Background: an optimization exercise with open tools, aiming at small area, a short achievable clock period and few clock cycles per item. Do not read the settings as production practice. At most, simulation tests tie the RTL to the original design; equivalence was not proved. No driver is modelled on the clock port, so clocking that relies on it looks cheaper here than on a real chip.

== the previous run ==
## dense_layer
module dense_layer #(
    parameter int NUM_INPUTS    = 4,
    parameter int NUM_OUTPUTS   = 4,
    parameter int FP_TOTAL_BITS = 16,
    parameter int FP_FRAC_BITS  = 8
) (
    input  logic                                                      clk,
    input  logic                                                      reset,
    input  logic                                                      start,
    input  logic [NUM_INPUTS-1:0][FP_TOTAL_BITS-1:0]                  input_vector,
    input  logic [NUM_OUTPUTS-1:0][NUM_INPUTS-1:0][FP_TOTAL_BITS-1:0] weight_matrix,
    input  logic [NUM_OUTPUTS-1:0][FP_TOTAL_BITS-1:0]                 bias_vector,
    output logic [NUM_OUTPUTS-1:0][FP_TOTAL_BITS-1:0]                 layer_out,
    output logic                                                      busy,
    output logic                                                      done
);
==> flow/config.mk <==
export PLATFORM = sky130hd
export DESIGN_NAME = dense_layer
export DESIGN_NICKNAME = dense_layer
export VERILOG_FILES = /design/flow/design.v
export SDC_FILE = /design/flow/constraint.sdc
export NUM_CORES = 4
export LEC_CHECK = 0
export ABC_AREA = 1
export CAP_MARGIN = 20
export CORE_MARGIN = 2
export CORE_UTILIZATION = 40
export SETUP_SLACK_MARGIN = 5
export SLEW_MARGIN = 20
export SYNTH_HIERARCHICAL = 1
export SYNTH_MINIMUM_KEEP_SIZE = 0
==> flow/constraint.sdc <==
create_clock -name core_clock -period 10.0 [get_ports {clk}]
set_input_delay 2.0000 -clock core_clock [delete_from_list [all_inputs] [get_ports {clk}]]
set_output_delay 2.0000 -clock core_clock [all_outputs]
set_load 0.01 [all_outputs]
standard.sh (not shown) runs the stock make flow with config.mk's settings and CLKGATE_MAP_FILE= SYNTH_SCRIPT=/design/flow/synth_recipe.tcl, a recipe that flattens the netlist after the stock synthesis.
==> flow/flow/run.sh <==
#!/bin/bash
# Own flow: the standard layout (standard.sh, unchanged synthesis), with
#  - port buffers of the smallest buffer cell instead of the default delay cell,
#  - a larger setup repair margin, so timing repair works towards a shorter period.
# Every tool writes its full output under orfs/logs/; make's own output goes to flow.log here.
set -uo pipefail
MARGIN=$(cat flow/margin.txt 2>/dev/null || echo 5)
bash standard.sh finish \
  "BUFFER_PORTS_ARGS=-buffer_cell sky130_fd_sc_hd__buf_1" \
  "SETUP_SLACK_MARGIN=$MARGIN" > flow.log 2>&1
rc=$?
cp -r orfs/logs flow_logs 2>/dev/null || true
exit $rc
==> flow/flow/margin.txt <==
6.3
The previous run was carried through to the last stage, and its layout satisfied the timing, design-rule and antenna checks.
--- input diff the previous run..the current run ---
- an added CTS_CLUSTER_SIZE of 24
- an added CTS_BUF_LIST of sky130_fd_sc_hd__clkbuf_8
Findings:
- Post-detailed-routing wire length, the previous run and the current run: larger value in the current run
- From the previous run to the current run the numbers moved as follows: number of setup buffers added after CTS grew by about 0.7%, clock-buffer cell count has increased.
- | non-clock buffer count | higher: the current run |
- The previous run was routed with fewer vias than the current run.
- Summary of the current run over the previous run: finished layout cell area -about 0.4%; source-to-sink clock delay at the later pin of the worst-skew pair rose by 170 ps.
No run of this note included a check of the RTL's function; only the layout flow was run.

---

Another version of the RTL of dense_layer (not shown whole).
Size in the first run: ~600 flip-flops, ~450 I/O pins.
==> flow/config.mk <==
export PLATFORM = sky130hd
export DESIGN_NAME = dense_layer
export DESIGN_NICKNAME = dense_layer
export VERILOG_FILES = /design/flow/design.v
export SDC_FILE = /design/flow/constraint.sdc
export NUM_CORES = 4
export LEC_CHECK = 0
export ABC_AREA = 1
export CAP_MARGIN = 20
export CORE_MARGIN = 2
export CORE_UTILIZATION = 40
export CTS_CLUSTER_DIAMETER = 120
export CTS_CLUSTER_SIZE = 24
export SETUP_SLACK_MARGIN = 5
export SLEW_MARGIN = 20
export SYNTH_HIERARCHICAL = 1
export SYNTH_MINIMUM_KEEP_SIZE = 0
export TNS_END_PERCENT = 0
==> flow/constraint.sdc <==
create_clock -name core_clock -period 10.0 [get_ports {clk}]
set_input_delay 2.0000 -clock core_clock [delete_from_list [all_inputs] [get_ports {clk}]]
set_output_delay 2.0000 -clock core_clock [all_outputs]
set_load 0.01 [all_outputs]
==> flow/flow/run.sh <==
#!/bin/bash
# Own flow: the standard layout (standard.sh, unchanged synthesis), with
#  - port buffers of the smallest buffer cell instead of the default delay cell,
#  - the setup repair margin from flow/margin.txt and further ORFS make variables
#    from flow/extra.txt (one per line),
#  - after clock tree synthesis, one extra clock buffer in front of the pipeline registers
#    (pipe1*, which only talk to other registers) per clock leaf net, so that they are clocked
#    a little later: useful skew between the two register-to-register pipeline stages
#    (flow/skew.tcl). Input and output registers keep the clock tree as built.
# Every tool writes its full output to a log: make's to flow_cts.log and flow.log, the skew
# step's to skew.log, ORFS's own per-step logs under orfs/logs/.
set -uo pipefail
MARGIN=$(cat flow/margin.txt 2>/dev/null || echo 5)
EXTRA=()
if [[ -f flow/extra.txt ]]; then
  while IFS= read -r line; do [[ -n "$line" ]] && EXTRA+=("$line"); done < flow/extra.txt
fi
ARGS=("BUFFER_PORTS_ARGS=-buffer_cell sky130_fd_sc_hd__buf_1" "SETUP_SLACK_MARGIN=$MARGIN" "${EXTRA[@]}")
bash standard.sh cts "${ARGS[@]}" > flow_cts.log 2>&1 || exit 1
R=orfs/results/sky130hd/dense_layer/base
SKEW_IN=$R/4_cts.odb SKEW_OUT=$R/4_cts_skew.odb openroad -no_init -exit flow/skew.tcl > skew.log 2>&1 || exit 1
cp $R/4_cts_skew.odb $R/4_cts.odb
bash standard.sh finish "${ARGS[@]}" > flow.log 2>&1
rc=$?
cp -r orfs/logs flow_logs 2>/dev/null || true
exit $rc
==> flow/flow/skew.tcl <==
# Delay the clock of the pipeline registers (pipe1*, reg-to-reg only) by one clock buffer
# per clock leaf net that reaches them.
set in_odb $::env(SKEW_IN)
set out_odb $::env(SKEW_OUT)
read_db $in_odb
set db [ord::get_db]
set block [ord::get_db_block]
set groups [dict create]
foreach inst [$block getInsts] {
  if {[string match "pipe1*" [$inst getName]]} {
    set it [$inst findITerm CLK]
    dict lappend groups [[$it getNet] getName] $inst
  }
}
set i 0
dict for {nname insts} $groups {
  set net [$block findNet $nname]
  set n [llength $insts]
  if {$n <= 4} { set cell sky130_fd_sc_hd__clkbuf_4 } elseif {$n <= 14} { set cell sky130_fd_sc_hd__clkbuf_8 } else { set cell sky130_fd_sc_hd__clkbuf_16 }
  set buf [odb::dbInst_create $block [$db findMaster $cell] skew_buf_$i]
  set nn [odb::dbNet_create $block skew_clk_$i]
  $nn setSigType CLOCK
  # a small buffer in front adds a little more delay
  set pre [odb::dbInst_create $block [$db findMaster sky130_fd_sc_hd__clkbuf_2] skew_pre_$i]
  set pn [odb::dbNet_create $block skew_pre_clk_$i]
  $pn setSigType CLOCK
  [$pre findITerm A] connect $net
  [$pre findITerm X] connect $pn
  [$buf findITerm A] connect $pn
  [$buf findITerm X] connect $nn
  set sx 0; set sy 0; set n 0
  foreach inst $insts {
    set it [$inst findITerm CLK]
    $it disconnect
    $it connect $nn
    set loc [$inst getLocation]
    set sx [expr {$sx + [lindex $loc 0]}]; set sy [expr {$sy + [lindex $loc 1]}]; incr n
  }
  $buf setLocation [expr {$sx / $n}] [expr {$sy / $n}]
  $buf setPlacementStatus PLACED
  $pre setLocation [expr {$sx / $n}] [expr {$sy / $n}]
  $pre setPlacementStatus PLACED
  puts "skew: $nname -> skew_clk_$i ($cell) with $n flops"
  incr i
}
global_connect
detailed_placement
check_placement -verbose
write_db $out_odb
Other scripts of this flow, unchanged in this note and not shown: flow/flow/extra.txt, flow/flow/margin.txt
Testbench counts at the start, summed over its fixed seeds: cycles 3,576, items 512.
Rerun with:
--- a/flow/flow/skew.tcl
+++ b/flow/flow/skew.tcl
@@ -21,11 +21,5 @@
   set nn [odb::dbNet_create $block skew_clk_$i]
   $nn setSigType CLOCK
-  # a small buffer in front adds a little more delay
-  set pre [odb::dbInst_create $block [$db findMaster sky130_fd_sc_hd__clkbuf_2] skew_pre_$i]
-  set pn [odb::dbNet_create $block skew_pre_clk_$i]
-  $pn setSigType CLOCK
-  [$pre findITerm A] connect $net
-  [$pre findITerm X] connect $pn
-  [$buf findITerm A] connect $pn
+  [$buf findITerm A] connect $net
   [$buf findITerm X] connect $nn
   set sx 0; set sy 0; set n 0
@@ -39,6 +33,4 @@
   $buf setLocation [expr {$sx / $n}] [expr {$sy / $n}]
   $buf setPlacementStatus PLACED
-  $pre setLocation [expr {$sx / $n}] [expr {$sy / $n}]
-  $pre setPlacementStatus PLACED
   puts "skew: $nname -> skew_clk_$i ($cell) with $n flops"
   incr i
After rerunning:
- The new run went through all stages and came out clean
- clock skew drops by 0.11 ns
- area after synthesis does not change
- count of clock-buffer cells in the layout stays the same
- final area hardly moves
- routed wire length hardly moves

---

run 1:
Another version of the RTL of dense_layer (not shown whole).
For scale: about 4100 cells after synthesis, roughly 600 flip-flops, roughly 450 I/O pins, roughly 40000 µm² of cells after synthesis.
export LEC_CHECK = 0
export ABC_AREA = 1
export CAP_MARGIN = 20
export CORE_MARGIN = 2
export CORE_UTILIZATION = 40
export CTS_CLUSTER_DIAMETER = 120
export CTS_CLUSTER_SIZE = 24
export SETUP_SLACK_MARGIN = 5
export SLEW_MARGIN = 20
export SYNTH_HIERARCHICAL = 1
export SYNTH_MINIMUM_KEEP_SIZE = 0
export TNS_END_PERCENT = 0
create_clock -name core_clock -period 10.0 [get_ports {clk}]
==> flow/flow/run.sh <==
#!/bin/bash
# Own flow: the standard layout (standard.sh, unchanged synthesis), with
#  - port buffers of the smallest buffer cell instead of the default delay cell,
#  - the setup repair margin from flow/margin.txt, and any further ORFS make
#    variables listed one per line in flow/extra.txt.
# Every tool writes its full output under orfs/logs/; make's own output goes to flow.log here.
set -uo pipefail
MARGIN=$(cat flow/margin.txt 2>/dev/null || echo 5)
EXTRA=()
if [[ -f flow/extra.txt ]]; then
  while IFS= read -r line; do [[ -n "$line" ]] && EXTRA+=("$line"); done < flow/extra.txt
fi
bash standard.sh finish \
  "BUFFER_PORTS_ARGS=-buffer_cell sky130_fd_sc_hd__buf_1" \
  "SETUP_SLACK_MARGIN=$MARGIN" "${EXTRA[@]}" > flow.log 2>&1
rc=$?
cp -r orfs/logs flow_logs 2>/dev/null || true
exit $rc
==> flow/flow/extra.txt <==
SETUP_MOVE_SEQUENCE=unbuffer,sizeup,swap
==> flow/flow/margin.txt <==
6.0
Testbench counts of run 1, summed over its fixed seeds: cycles 3,576, items 512.
The following lists how run 2 was set up differently from run 1:
Settings: CTS_CLUSTER_DIAMETER: 120 -> unset; TNS_END_PERCENT: 0 -> unset; CTS_CLUSTER_SIZE: 24 -> unset.
diff --git a/flow/flow/run.sh b/flow/flow/run.sh
--- a/flow/flow/run.sh
+++ b/flow/flow/run.sh
@@ -4,2 +4 @@
-#  - the setup repair margin from flow/margin.txt, and any further ORFS make
-#    variables listed one per line in flow/extra.txt.
+#  - a larger setup repair margin, so timing repair works towards a shorter period.
@@ -9,4 +7,0 @@
-EXTRA=()
-if [[ -f flow/extra.txt ]]; then
-  while IFS= read -r line; do [[ -n "$line" ]] && EXTRA+=("$line"); done < flow/extra.txt
-fi
@@ -15 +10 @@
-  "SETUP_SLACK_MARGIN=$MARGIN" "${EXTRA[@]}" > flow.log 2>&1
+  "SETUP_SLACK_MARGIN=$MARGIN" > flow.log 2>&1
==> flow/flow/margin.txt <==
5
removed: flow/flow/extra.txt
--- outcome ---
From run 1 to run 2 the numbers moved as follows: time the worst path needs with I/O delays and setup increased 150 ps; global-route wire length before repair essentially unchanged; top achievable clock speed decreased 3.6%.
> inputs changed (run 2 -> run 3)
Settings: setting CTS_CLUSTER_DIAMETER to 120 for the first time; setting CTS_CLUSTER_SIZE to 24 for the first time.
Notes after the runs:
- [run 3] cell area after layout fell about 2.4% relative to run 2
- From run 2 to run 3 the numbers moved as follows: core utilization decreased by 1.1 points relative to the old numbers; arrival time reported for the critical path endpoint decreased by 60 ps relative to the old numbers; number of standard cells in the layout, taps in and fillers out decreased by about 1% relative to the old numbers.
- Looking at number of H-tree levels, run 3 sits 1 lower than run 2 does.
- Total number of sequential cells: run 3 vs run 2 identical
- Higher depth of the critical timing path with buffers and inverters included was reported by run 2, not run 3.
- Run 2 leaves less setup margin than run 3.
### run 3 -> run 4
Settings: changing SLEW_MARGIN from 20 to 60.
==> notes.md <==
- On run 4: number of buffers inserted during clock tree synthesis is 1 higher than what run 3 gave.
- On combined buffer and inverter count along the critical path: run 4 sits above run 3.
- Of run 4 and run 3, the higher largest fanout on the critical path belongs to run 3.
- Delta (run 4 minus run 3): length of the first detailed-routing pass in iterations fell by 1; overall routing resource usage stayed essentially flat; least setup slack across all paths after layout fell by 150 ps.

---

dense_layer again, from the RTL that the note above started with.
==> flow/config.mk <==
export PLATFORM = sky130hd
export DESIGN_NAME = dense_layer
export DESIGN_NICKNAME = dense_layer
export VERILOG_FILES = /design/flow/design.v
export SDC_FILE = /design/flow/constraint.sdc
export NUM_CORES = 4
export LEC_CHECK = 0
export ABC_AREA = 1
export CAP_MARGIN = 20
export CORE_MARGIN = 2
export CORE_UTILIZATION = 40
export CTS_CLUSTER_DIAMETER = 120
export CTS_CLUSTER_SIZE = 24
export SETUP_SLACK_MARGIN = 5
export SLEW_MARGIN = 20
export SYNTH_HIERARCHICAL = 1
export SYNTH_MINIMUM_KEEP_SIZE = 0
==> flow/constraint.sdc <==
create_clock -name core_clock -period 10.0 [get_ports {clk}]
set_input_delay 2.0000 -clock core_clock [delete_from_list [all_inputs] [get_ports {clk}]]
set_output_delay 2.0000 -clock core_clock [all_outputs]
set_load 0.01 [all_outputs]
==> flow/flow/run.sh <==
#!/bin/bash
# Own flow: the standard layout (standard.sh, unchanged synthesis), with
#  - port buffers of the smallest buffer cell instead of the default delay cell,
#  - a larger setup repair margin, so timing repair works towards a shorter period.
# Every tool writes its full output under orfs/logs/; make's own output goes to flow.log here.
set -uo pipefail
MARGIN=$(cat flow/margin.txt 2>/dev/null || echo 5)
bash standard.sh finish \
  "BUFFER_PORTS_ARGS=-buffer_cell sky130_fd_sc_hd__buf_1" \
  "SETUP_SLACK_MARGIN=$MARGIN" > flow.log 2>&1
rc=$?
cp -r orfs/logs flow_logs 2>/dev/null || true
exit $rc
==> flow/flow/margin.txt <==
6.1
Testbench counts at the start, summed over its fixed seeds: cycles 3,576, items 512.
==> next run, changes <==
--- a/flow/flow/run.sh
+++ b/flow/flow/run.sh
@@ -4 +4,2 @@
-#  - a larger setup repair margin, so timing repair works towards a shorter period.
+#  - the setup repair margin from flow/margin.txt, and any further ORFS make
+#    variables listed one per line in flow/extra.txt.
@@ -7,0 +9,4 @@
+EXTRA=()
+if [[ -f flow/extra.txt ]]; then
+  while IFS= read -r line; do [[ -n "$line" ]] && EXTRA+=("$line"); done < flow/extra.txt
+fi
@@ -10 +15 @@
-  "SETUP_SLACK_MARGIN=$MARGIN" > flow.log 2>&1
+  "SETUP_SLACK_MARGIN=$MARGIN" "${EXTRA[@]}" > flow.log 2>&1
==> flow/flow/extra.txt (new file) <==
SETUP_MOVE_SEQUENCE=unbuffer,sizeup,swap,buffer
==> flow/flow/margin.txt (replaced) <==
6.0
- TNS_END_PERCENT: not set -> 0
The new run ran to the end with no violations.
Setup slack loses 0.083 ns.
Wire length went down by 2.3%.
==> next run, changes <==
==> flow/flow/extra.txt (replaced) <==
SETUP_MOVE_SEQUENCE=unbuffer,sizeup,swap,buffer,split
Outcome: Global-route usage is unchanged. Worst setup slack gains 0.053 ns. Die area is unchanged. Clock-buffer cell count stays the same. Routed wire length hardly moves. Non-clock buffer count came out lower by 34. Sequential share of layout area came out higher by 0.30 points. First-iteration DRC count came out higher by 4.0%.

separate check: timing with driven ports:
Ports are ideal in the flow. The routed layouts listed here were re-timed in OpenROAD.
Step 1: set_driving_cell puts a clkbuf_16 on clk and a buf_2 on each other input, an assumption about the parent block.
Step 2, shift: input delay + t, output delay - t, t = (earliest + latest rising clock arrival at the registers) / 2. This alone moves slack from input paths to output paths.
Slacks: no drivers / after step 1 / after step 2; pairs: no drivers / after step 1.
| run | t, ns | setup slack, ns | hold slack, ns | latest minus earliest clock arrival (ns) |
|---|---|---|---|---|
| the previous run | 0.744 | 5.888 / 5.810 / 6.210 | 0.411 / 0.411 / 0.411 | 0.067 / 0.067 |
| the current run | 0.879 | 5.732 / 5.661 / 6.255 | 0.378 / 0.378 / 0.378 | 0.115 / 0.115 |
| the first run of note 2 | 0.808 | 6.028 / 6.028 / 6.028 | 0.417 / 0.417 / 0.417 | 0.290 / 0.290 |
| the second run of note 2 | 0.750 | 5.931 / 5.931 / 5.931 | 0.423 / 0.423 / 0.423 | 0.181 / 0.181 |
| run 1 | 0.709 | 5.876 / 5.876 / 5.876 | 0.421 / 0.421 / 0.421 | 0.045 / 0.045 |
| run 2 | 0.708 | 5.724 / 5.724 / 5.724 | 0.416 / 0.416 / 0.416 | 0.044 / 0.044 |
| run 3 | 0.707 | 5.803 / 5.803 / 5.803 | 0.421 / 0.421 / 0.421 | 0.047 / 0.047 |
| run 4 | 0.691 | 5.649 / 5.649 / 5.649 | 0.421 / 0.421 / 0.421 | 0.048 / 0.048 |
| the first run of note 4 | 0.710 | 6.005 / 6.005 / 6.005 | 0.419 / 0.419 / 0.419 | 0.047 / 0.048 |
| the second run of note 4 | 0.710 | 5.922 / 5.922 / 5.922 | 0.421 / 0.421 / 0.421 | 0.048 / 0.048 |
| the third run of note 4 | 0.707 | 5.975 / 5.975 / 5.975 | 0.422 / 0.422 / 0.422 | 0.045 / 0.046 |
After both steps every run listed still meets setup and hold.
